This is an optimization exercise on Yosys and OpenROAD, whose aim is small area, a short achievable clock period and few clock cycles per item, not a production implementation.
Only simulation tests tie the RTL to the original design; equivalence was not proved.
No activity file was given, so power comes from the tool's default toggle rates.

==> design/flow/design.v <==
`timescale 1ns/10ps
package aer_pkg;
    typedef logic [$clog2(16)-1:0]  pre_addr_t;
    typedef logic [$clog2(8)-1:0] post_addr_t;
    typedef struct packed {
        logic      tick;
        pre_addr_t addr;
    } aer_in_t;
    typedef post_addr_t aer_out_t;
endpackage
`timescale 1ns/10ps
package neuron_pkg;
    typedef logic signed [8-1:0] weight_t;
    typedef logic [8*8-1:0] weight_row_t;
    typedef logic signed [12-1:0] membrane_t;
    typedef logic [$clog2(8+1)-1:0] spike_cnt_t;
    typedef logic [$clog2(8*8*8+1)-1:0] goodness_t;
endpackage
`timescale 1ns/10ps
module aer_receiver
(
    input  logic    CLK,
    input  logic    rst,
    input  aer_pkg::aer_in_t aer_in_addr,
    input  logic    aer_in_req,
    output logic    aer_in_ack,
    output aer_pkg::aer_in_t ev_data,
    output logic    ev_valid,
    input  logic    ev_ready
);
    typedef enum logic {
        RX_IDLE,     
        RX_ACK       
    } rx_state_t;
    rx_state_t state;
    assign ev_valid   = (state == RX_IDLE) && aer_in_req;
    assign ev_data    = aer_in_addr;     
    assign aer_in_ack = (state == RX_ACK);
    always_ff @(posedge CLK) begin
        if (rst) begin
            state <= RX_IDLE;
        end else begin
            case (state)
                RX_IDLE: begin
                    if (ev_valid && ev_ready) begin
                        state <= RX_ACK;     
                    end
                end
                RX_ACK: begin
                    if (!aer_in_req) begin
                        state <= RX_IDLE;    
                    end
                end
                default: state <= RX_IDLE;
            endcase
        end
    end
endmodule
`timescale 1ns/10ps
module event_fifo
#(
    parameter int  WIDTH     = 5,
    parameter int  DEPTH     = 4
) (
    input  logic     CLK,
    input  logic     rst,
    input  logic [WIDTH-1:0] in_data,
    input  logic     in_valid,
    output logic     in_ready,
    output logic [WIDTH-1:0] out_data,
    output logic     out_valid,
    input  logic     out_ready
);
    localparam int PTR_W = (DEPTH > 1) ? $clog2(DEPTH) : 1;
    logic [WIDTH-1:0]           buffer [DEPTH];
    logic [PTR_W-1:0]           wr_ptr;
    logic [PTR_W-1:0]           rd_ptr;
    logic [$clog2(DEPTH+1)-1:0] count;      
    logic                       push;
    logic                       pop;
    assign in_ready  = (count != DEPTH);
    assign out_valid = (count != 0);
    assign out_data  = buffer[rd_ptr];      
    assign push      = in_valid && in_ready;
    assign pop       = out_valid && out_ready;
    always_ff @(posedge CLK) begin
        if (push) begin
            buffer[wr_ptr] <= in_data;
        end
    end
    always_ff @(posedge CLK) begin
        if (rst) begin
            wr_ptr <= '0;
            rd_ptr <= '0;
            count  <= '0;
        end else begin
            if (push) begin
                wr_ptr <= (wr_ptr == PTR_W'(DEPTH-1)) ? '0 : wr_ptr + 1'b1;
            end
            if (pop) begin
                rd_ptr <= (rd_ptr == PTR_W'(DEPTH-1)) ? '0 : rd_ptr + 1'b1;
            end
            count <= count + push - pop;     
        end
    end
endmodule
`timescale 1ns/10ps
module synapse_array
(
    input  logic        CLK,
    input  logic        rst,
    input  logic        prog_en,
    input  aer_pkg::pre_addr_t   prog_pre,
    input  aer_pkg::post_addr_t  prog_post,
    input  neuron_pkg::weight_t     prog_weight,
    input  aer_pkg::aer_in_t     ev_data,
    input  logic        ev_valid,
    output logic        ev_ready,
    output logic        syn_tick,
    output neuron_pkg::weight_row_t syn_row,
    output logic        syn_valid,
    input  logic        syn_ready
);
    neuron_pkg::weight_row_t weights [16];     
    logic        take;
    always_ff @(posedge CLK) begin
        if (prog_en) begin
            weights[prog_pre][prog_post*8 +: 8] <= prog_weight;     
        end
    end
    assign ev_ready = !syn_valid || syn_ready;   
    assign take     = ev_valid && ev_ready;
    always_ff @(posedge CLK) begin
        if (rst) begin
            syn_valid <= 1'b0;
        end else if (take) begin
            syn_valid <= 1'b1;
        end else if (syn_ready) begin
            syn_valid <= 1'b0;
        end
    end
    always_ff @(posedge CLK) begin
        if (take) begin
            syn_tick <= ev_data.tick;
            if (!ev_data.tick) begin
                syn_row <= weights[ev_data.addr];    
            end
        end
    end
endmodule
`timescale 1ns/10ps
module neuron_array
(
    input  logic        CLK,
    input  logic        rst,
    input  logic        syn_tick,
    input  neuron_pkg::weight_row_t syn_row,
    input  logic        syn_valid,
    output logic        syn_ready,
    output aer_pkg::aer_out_t    spike_addr,
    output logic        spike_valid,
    input  logic        spike_ready,
    output logic        sample_done,
    output neuron_pkg::goodness_t   goodness
);
    localparam neuron_pkg::membrane_t MEM_MAX = {1'b0, {(12-1){1'b1}}};
    typedef enum logic {
        NA_IDLE,     
        NA_SCAN      
    } na_state_t;
    na_state_t  state;
    neuron_pkg::membrane_t  mem     [8];
    neuron_pkg::spike_cnt_t cnt     [8];
    neuron_pkg::spike_cnt_t cnt_nxt [8];
    aer_pkg::post_addr_t scan_idx;
    logic [$clog2(8+1)-1:0] tick_cnt;
    logic       fire;
    logic       step;
    logic       last_step;
    neuron_pkg::goodness_t  good_sum;
    function automatic neuron_pkg::membrane_t clamp_add(neuron_pkg::membrane_t m, neuron_pkg::weight_t w);
        logic signed [12:0] s;   
        s = m + w;
        if (s < 0) begin
            clamp_add = {12{1'b0}};
        end else if (s > MEM_MAX) begin
            clamp_add = MEM_MAX;
        end else begin
            clamp_add = s[12-1:0];
        end
    endfunction
    assign syn_ready   = (state == NA_IDLE);     
    assign fire        = (state == NA_SCAN) && (mem[scan_idx] >= 64);
    assign spike_valid = fire;
    assign spike_addr  = scan_idx;
    assign step        = (state == NA_SCAN) && (!fire || spike_ready);   
    assign last_step   = step && (scan_idx == aer_pkg::post_addr_t'(8-1));
    always_comb begin
        good_sum = '0;
        for (int i = 0; i < 8; i++) begin
            cnt_nxt[i] = cnt[i];
            if (step && fire && scan_idx == i && cnt[i] != '1) begin
                cnt_nxt[i] = cnt[i] + 1'b1;      
            end
            good_sum = good_sum + neuron_pkg::goodness_t'(cnt_nxt[i]) * neuron_pkg::goodness_t'(cnt_nxt[i]);
        end
    end
    always_ff @(posedge CLK) begin
        if (rst) begin
            state       <= NA_IDLE;
            scan_idx    <= '0;
            tick_cnt    <= '0;
            sample_done <= 1'b0;
            goodness    <= '0;
            for (int i = 0; i < 8; i++) begin
                mem[i] <= '0;
                cnt[i] <= '0;
            end
        end else begin
            sample_done <= 1'b0;
            case (state)
                NA_IDLE: begin
                    if (syn_valid && syn_tick) begin
                        state    <= NA_SCAN;
                        scan_idx <= '0;
                        tick_cnt <= tick_cnt + 1'b1;
                    end else if (syn_valid) begin
                        for (int i = 0; i < 8; i++) begin
                            mem[i] <= clamp_add(mem[i], syn_row[i*8 +: 8]);
                        end
                    end
                end
                NA_SCAN: begin
                    if (step) begin
                        if (fire) begin
                            mem[scan_idx] <= '0;     
                        end
                        for (int i = 0; i < 8; i++) begin
                            cnt[i] <= cnt_nxt[i];
                        end
                        scan_idx <= scan_idx + 1'b1;
                    end
                    if (last_step) begin
                        state <= NA_IDLE;
                        if (tick_cnt == 8) begin
                            sample_done <= 1'b1;
                            goodness    <= good_sum;
                            tick_cnt    <= '0;
                            for (int i = 0; i < 8; i++) begin
                                mem[i] <= '0;
                                cnt[i] <= '0;
                            end
                        end
                    end
                end
                default: state <= NA_IDLE;
            endcase
        end
    end
endmodule
`timescale 1ns/10ps
module aer_transmitter
(
    input  logic     CLK,
    input  logic     rst,
    input  aer_pkg::aer_out_t spike_addr,
    input  logic     spike_valid,
    output logic     spike_ready,
    output aer_pkg::aer_out_t aer_out_addr,
    output logic     aer_out_req,
    input  logic     aer_out_ack
);
    typedef enum logic [1:0] {
        TX_IDLE,     
        TX_REQ,      
        TX_WAIT      
    } tx_state_t;
    tx_state_t state;
    aer_pkg::aer_out_t  addr_q;
    assign spike_ready  = (state == TX_IDLE);
    assign aer_out_req  = (state == TX_REQ);
    assign aer_out_addr = addr_q;    
    always_ff @(posedge CLK) begin
        if (rst) begin
            state <= TX_IDLE;
        end else begin
            case (state)
                TX_IDLE: begin
                    if (spike_valid) begin
                        state <= TX_REQ;     
                    end
                end
                TX_REQ: begin
                    if (aer_out_ack) begin
                        state <= TX_WAIT;
                    end
                end
                TX_WAIT: begin
                    if (!aer_out_ack) begin
                        state <= TX_IDLE;    
                    end
                end
                default: state <= TX_IDLE;
            endcase
        end
    end
    always_ff @(posedge CLK) begin
        if (spike_valid && spike_ready) begin
            addr_q <= spike_addr;
        end
    end
endmodule
`timescale 1ns/10ps
module snn_ff_core
(
    input  logic       CLK,
    input  logic       rst,
    input  logic [4:0] aer_in_addr,     
    input  logic       aer_in_req,
    output logic       aer_in_ack,
    input  logic       prog_en,
    input  logic [3:0] prog_pre,
    input  logic [2:0] prog_post,
    input  logic [7:0] prog_weight,
    output logic [2:0] aer_out_addr,
    output logic       aer_out_req,
    input  logic       aer_out_ack,
    output logic       sample_done,
    output logic [9:0] goodness
);
    aer_pkg::aer_in_t     rx_data;
    logic        rx_valid, rx_ready;
    aer_pkg::aer_in_t     q_in_data;
    logic        q_in_valid, q_in_ready;
    logic        syn_tick, syn_valid, syn_ready;
    neuron_pkg::weight_row_t syn_row;
    aer_pkg::aer_out_t    spike_addr;
    logic        spike_valid, spike_ready;
    aer_pkg::aer_out_t    q_out_data;
    logic        q_out_valid, q_out_ready;
    aer_receiver u_rx (
        .CLK(CLK), .rst(rst),
        .aer_in_addr(aer_in_addr), .aer_in_req(aer_in_req), .aer_in_ack(aer_in_ack),
        .ev_data(rx_data), .ev_valid(rx_valid), .ev_ready(rx_ready)
    );
    event_fifo #(.WIDTH(5), .DEPTH(4)) u_in_fifo (
        .CLK(CLK), .rst(rst),
        .in_data(rx_data), .in_valid(rx_valid), .in_ready(rx_ready),
        .out_data(q_in_data), .out_valid(q_in_valid), .out_ready(q_in_ready)
    );
    synapse_array u_syn (
        .CLK(CLK), .rst(rst),
        .prog_en(prog_en), .prog_pre(prog_pre), .prog_post(prog_post),
        .prog_weight(prog_weight),
        .ev_data(q_in_data), .ev_valid(q_in_valid), .ev_ready(q_in_ready),
        .syn_tick(syn_tick), .syn_row(syn_row), .syn_valid(syn_valid),
        .syn_ready(syn_ready)
    );
    neuron_array u_neur (
        .CLK(CLK), .rst(rst),
        .syn_tick(syn_tick), .syn_row(syn_row), .syn_valid(syn_valid),
        .syn_ready(syn_ready),
        .spike_addr(spike_addr), .spike_valid(spike_valid), .spike_ready(spike_ready),
        .sample_done(sample_done), .goodness(goodness)
    );
    event_fifo #(.WIDTH(3), .DEPTH(4)) u_out_fifo (
        .CLK(CLK), .rst(rst),
        .in_data(spike_addr), .in_valid(spike_valid), .in_ready(spike_ready),
        .out_data(q_out_data), .out_valid(q_out_valid), .out_ready(q_out_ready)
    );
    aer_transmitter u_tx (
        .CLK(CLK), .rst(rst),
        .spike_addr(q_out_data), .spike_valid(q_out_valid), .spike_ready(q_out_ready),
        .aer_out_addr(aer_out_addr), .aer_out_req(aer_out_req), .aer_out_ack(aer_out_ack)
    );
endmodule
==> design/flow/run.sh <==
#!/bin/bash
# synth_recipe.tcl (not shown) runs the flow's synth.tcl, then flattens the netlist and writes it again
# the make line also repeats each setting of config.mk as NAME=value (left out here)
make -C /OpenROAD-flow-scripts/flow DESIGN_CONFIG=/design/flow/config.mk WORK_HOME=/design/flow/orfs CLKGATE_MAP_FILE= SYNTH_SCRIPT=/design/flow/synth_recipe.tcl finish
==> design/flow/config.mk <==
export PLATFORM = sky130hd
export DESIGN_NAME = snn_ff_core
export DESIGN_NICKNAME = snn_ff_core
export VERILOG_FILES = /design/flow/design.v
export SDC_FILE = /design/flow/constraint.sdc
export NUM_CORES = 4
export LEC_CHECK = 0
export CAP_MARGIN = 20
export CORE_MARGIN = 2
export CORE_UTILIZATION = 40
export SLEW_MARGIN = 20
==> design/flow/constraint.sdc <==
create_clock -name core_clock -period 9.0 [get_ports {CLK}]
set_input_delay 1.8000 -clock core_clock [delete_from_list [all_inputs] [get_ports {CLK}]]
set_output_delay 1.8000 -clock core_clock [all_outputs]
set_load 0.01 [all_outputs]
==> flow_metrics.env <==
export IMPL_status="finished clean"
export IMPL_slew_viol_final=0
export IMPL_hold_path_class="flip-flop to flip-flop"
export IMPL_pin_count=41
export IMPL_fill_cells=12600
export IMPL_cp_start_kind="flip-flop"
export IMPL_setup_violations=0
export IMPL_die_area_um2=150000
export IMPL_coreArea_um2=146000
export IMPL_hold_depth=2
export IMPL_drive_gt1_share_pct=13.9
export IMPL_yosys_top_cells_count="edfxtp_1, nor2_1, mux4_2, a21oi_1, nand2_1"
export IMPL_finalInstanceArea_um2=65600
export IMPL_ys_async_sr_fraction_pct=0
export IMPL_drt_pass1_iter_count=5
export IMPL_cts_clk_slew_worst_paths_ps=60
export IMPL_num_rows=140
export IMPL_ff2ff_path_depth=28
export IMPL_multi_input_area_um2=20300
export IMPL_min_from="u_neur.goodness[7]$_SDFFE_PP0P_"
export IMPL_synth_fp_nets=4199
export IMPL_dpl_cell_count=5769
export IMPL_grt_max_degree=125
export IMPL_gp_congestion=0.848
export IMPL_synth_top_flop_cell="edfxtp_1"
export IMPL_maxCapViolCount=0
export IMPL_antenna_found_initial=4
export IMPL_clk_latency_ps=770
export IMPL_initial_core_util_pct=40.3
export IMPL_htreeDepth=4
export IMPL_overflow=0
export IMPL_drt_iter0_drc=2567
export IMPL_max_stage_delay_ps=600
export IMPL_cp_arrival_ps=8720
export IMPL_netlist_area_um2=58600
export IMPL_track_usage_pct=18.4
export IMPL_nNetsFinal=4238
export IMPL_grt_pass1_vias=33500
export IMPL_path_max_fanout=16
export IMPL_vias=33700
export IMPL_endpoint_kind="flip-flop"
export IMPL_met3_length_um=7510
export IMPL_fin_cells=6017
export IMPL_worstSetupPathType="flip-flop to flip-flop"
export IMPL_wl_per_cell_um=22.9
export IMPL_power_density_nw_per_um2=282
export IMPL_grt_pass1_wl_um=210000
export IMPL_synth_distinct_cells=90
export IMPL_yosysSeqAreaShare_pct=63.4
export IMPL_cts_tree="yes"
export IMPL_ctsHoldBuffers=0
export IMPL_slew_limit_headroom_pct=25.6
export IMPL_ctsLongestPathBuffers=3
export IMPL_dieHeight_um=387
export IMPL_yosys_area_top_type_share_pct=57.6
export IMPL_synth_avg_cell_area_um2=14.8
export IMPL_postCtsSetupRepairBufs=0
export IMPL_dpl_cell_area_um2=61100
export IMPL_top_layer_used="met5"
export IMPL_rr_startpoint="u_neur.mem[1][6]$_SDFFE_PP0P_"
export IMPL_rsz0062_at_grt="false"
export IMPL_netlist_instances=3953
export IMPL_critPathRequiredTime_ps=9650
export IMPL_cpMostUsedCell="fa_1"
export IMPL_synth_edf_count=1124
export IMPL_skew_ps=39.9
export IMPL_regArea_um2=37200
export IMPL_r2r_end="u_neur.goodness[9]$_SDFFE_PP0P_"
export IMPL_cts_buffers=138
export IMPL_hpwl_um=89600
export IMPL_dp_slack_ps=886
export IMPL_layout_setup_ws_ps=934
export IMPL_p_leak_nw=20.8
export IMPL_critical_path_slowest_cell="mux4_2"
export IMPL_ys_top_cells_by_area="edfxtp_1, mux4_2, dfxtp_1"
export IMPL_vdd_ir_drop_max_v=0.000282
export IMPL_yosysMostFrequentCell="edfxtp_1"
export IMPL_area_growth_syn_to_layout_pct=11.9
export IMPL_whs_ps=455
export IMPL_drc=0
export IMPL_synth_area_leader_cell="edfxtp_1"
export IMPL_ant_nets=0
export IMPL_yosys_warnings=8
export IMPL_crit_path_start="u_neur.mem[1][6]$_SDFFE_PP0P_"
export IMPL_route_met2_wl_um=64800
export IMPL_reg2reg_slack_ps=930
export IMPL_fmax_mhz=124
export IMPL_tns_ps=0
export IMPL_die_x_um=387
export IMPL_cts_sinks=1294
export IMPL_min_period_over_period_pct=89.6
export IMPL_ys_ff_latch=1294
export IMPL_cts_resized=0
export IMPL_port_buffers=40
export IMPL_met1_length_um=61800
export IMPL_worst_pin_slew_ps=1110
export IMPL_layout_min_cycle_time_ps=8070
export IMPL_vias_per_cell=5.61
export IMPL_finalWirelength_um=138000
export IMPL_whs_endpoint="u_neur.goodness[7]$_SDFFE_PP0P_"
export IMPL_cts_root_buffer="clkbuf_16"
export IMPL_finalHoldViolCount=0
export IMPL_antennaDiodeCount=0
==> sequential cells by signal, indices dropped and copies added (netlist names), named ones only <==
signal and flops:
u_in_fifo.count 3, u_out_fifo.wr_ptr 2, u_rx.state 1, u_in_fifo.buffer 20, u_neur.goodness 10, u_tx.state 2
u_syn.syn_row 64, u_out_fifo.buffer 12, u_out_fifo.count 3, u_tx.addr_q 3, u_neur.scan_idx 3, u_in_fifo.wr_ptr 2
u_syn.syn_valid 1, u_neur.mem 96, u_syn.weights 1024, u_neur.tick_cnt 4, u_neur.sample_done 1, u_out_fifo.rd_ptr 2
u_neur.state 1, u_in_fifo.rd_ptr 2, u_syn.syn_tick 1, u_neur.cnt 32
==> worst max-delay path by stage <==
stage / endpoint / cells past startpoint
5_1_grt: u_neur.goodness[9]$_SDFFE_PP0P_ / 27
2_1_floorplan: u_neur.goodness[9]$_SDFFE_PP0P_ / 28
4_1_cts: u_neur.goodness[9]$_SDFFE_PP0P_ / 28
3_5_place_dp: u_neur.goodness[9]$_SDFFE_PP0P_ / 28
6_report: u_neur.goodness[9]$_SDFFE_PP0P_ / 28
3_3_place_gp: u_neur.goodness[9]$_SDFFE_PP0P_ / 28
==> area by class of cell <==
class | count | area share [%]
Sequential cell | 1294 | 56.6
Timing Repair Buffer | 93 | 1.27
Clock inverter | 77 | 1.14
Inverter | 116 | 0.664
Clock buffer | 171 | 5.66
Multi-Input combinational cell | 2349 | 31.0
Tap cell | 1917 | 3.66
==> layout by cell type, fill, tap and decap left out, types with 11 or more instances in the layout <==
cell type        synthesis  layout
a21o_1                  50      50
or3_1                   14      14
xor2_1                  38      38
o2bb2ai_1               28      28
a221oi_1                40      40
nor2b_1                 87      87
clkinv_2                 0      22
and2_1                  40      40
clkbuf_16                0     142
nor3_1                  89      88
o21a_1                  23      23
dfxtp_1                170     170
clkdlybuf4s50_1          0      39
a211oi_1                90      90
and3_1                  36      36
nand2_1                202     202
edfxtp_1              1124    1124
a31oi_1                 11      11
mux4_2                 265     261
nand3_1                 94      94
a21oi_1                258     246
o21ai_0                 76      75
fa_1                    57      57
nor4_1                  19      18
nand2b_1                25      25
inv_1                  114     114
buf_4                    1      49
clkbuf_1               131      24
xnor2_1                 63      63
or2_2                   15      15
a21oi_2                  0      12
ha_1                   164     164
o211ai_1                20      20
nor2_1                 307     304
clkinv_1                 1      28
mux2i_1                 78      78
nand3b_1                11      11
==> where the power goes <==
group / total (W) / internal (W) / switching [W] / leakage (nW)
Clock: 0.00561 / 0.00323 / 0.00238 / 2.17
Sequential: 0.00727 / 0.00698 / 0.000292 / 10.5
Combinational: 0.00564 / 0.00232 / 0.00332 / 8.14
==> layer usage <==
metal | up-vias | global-route usage, %
met5 | - | 0
met4 | 4 | 5.90
met3 | 211 | 3.32
met2 | 843 | 29.0
met1 | 17200 | 25.8
li1 | 15500 | -
==> critical path, delay by kind of cell, from the launching register on <==
family / cells / cell delay [ps]
adder cells (fa/ha/maj): 6 / 2690
AND/OR/NAND/NOR: 9 / 1850
AO/OA/AOI/OAI: 7 / 1730
multiplexers: 1 / 600
XOR/XNOR: 2 / 420
flip-flops: 1 / 330
buffers and inverters: 3 / 300
==> metrics by stage <==
| step | utilization [%] | total power, W |
|---|---|---|
| 2_1_floorplan | - | 0.0115 |
| 3_3_place_gp | 42.0 | 0.0130 |
| 3_5_place_dp | 42.0 | 0.0131 |
| 4_1_cts | 45.1 | 0.0187 |
| 5_1_grt | 45.1 | 0.0194 |
| 6_report | 45.1 | 0.0185 |
==> cells by family after synthesis <==
logic type / after synthesis / share of synthesized area [%]
AOI/OAI and AO/OA: 694 / 7.81
xor gates and xnor gates: 101 / 1.51
adders and majority gates: 221 / 5.45
buffers and inverters: 310 / 2.12
DFF: 1294 / 63.4
muxes: 345 / 11.6
and+or+nand+nor: 988 / 8.15
Testbench counts, summed over its fixed seeds: cycles 58,981, samples 384.

-- afterwards: timing with drivers on the ports --
No port has a modelled driver above. Below, the same layout with a new extraction and two added sets of constraints.
Step 1 sets driving cells, clkbuf_16 on the clock port and buf_2 on the other inputs (assumed; they add their load-dependent delay and slew).
Step 2 adds t to the input delays and takes it off the output delays; t is the mean of the earliest and latest rising clock arrival at the registers after step 1. Input paths then give back, and output paths get back, about the clock's delay inside the block.
a / b / c = no drivers / after step 1 / after step 2; a / b = the first two.
shift t [ns]: 0.831
setup slack, ns: 0.934 / 0.934 / 0.934
clock arrival spread, ns: 0.047 / 0.047
worst data-port slew with drivers (ns): 0.10
pins driven straight from the clock port: 1
After both steps setup and hold are still met in this run. For this run, drivers alone change the setup slack by 0.000 ns; drivers and shift together by 0.000 ns.
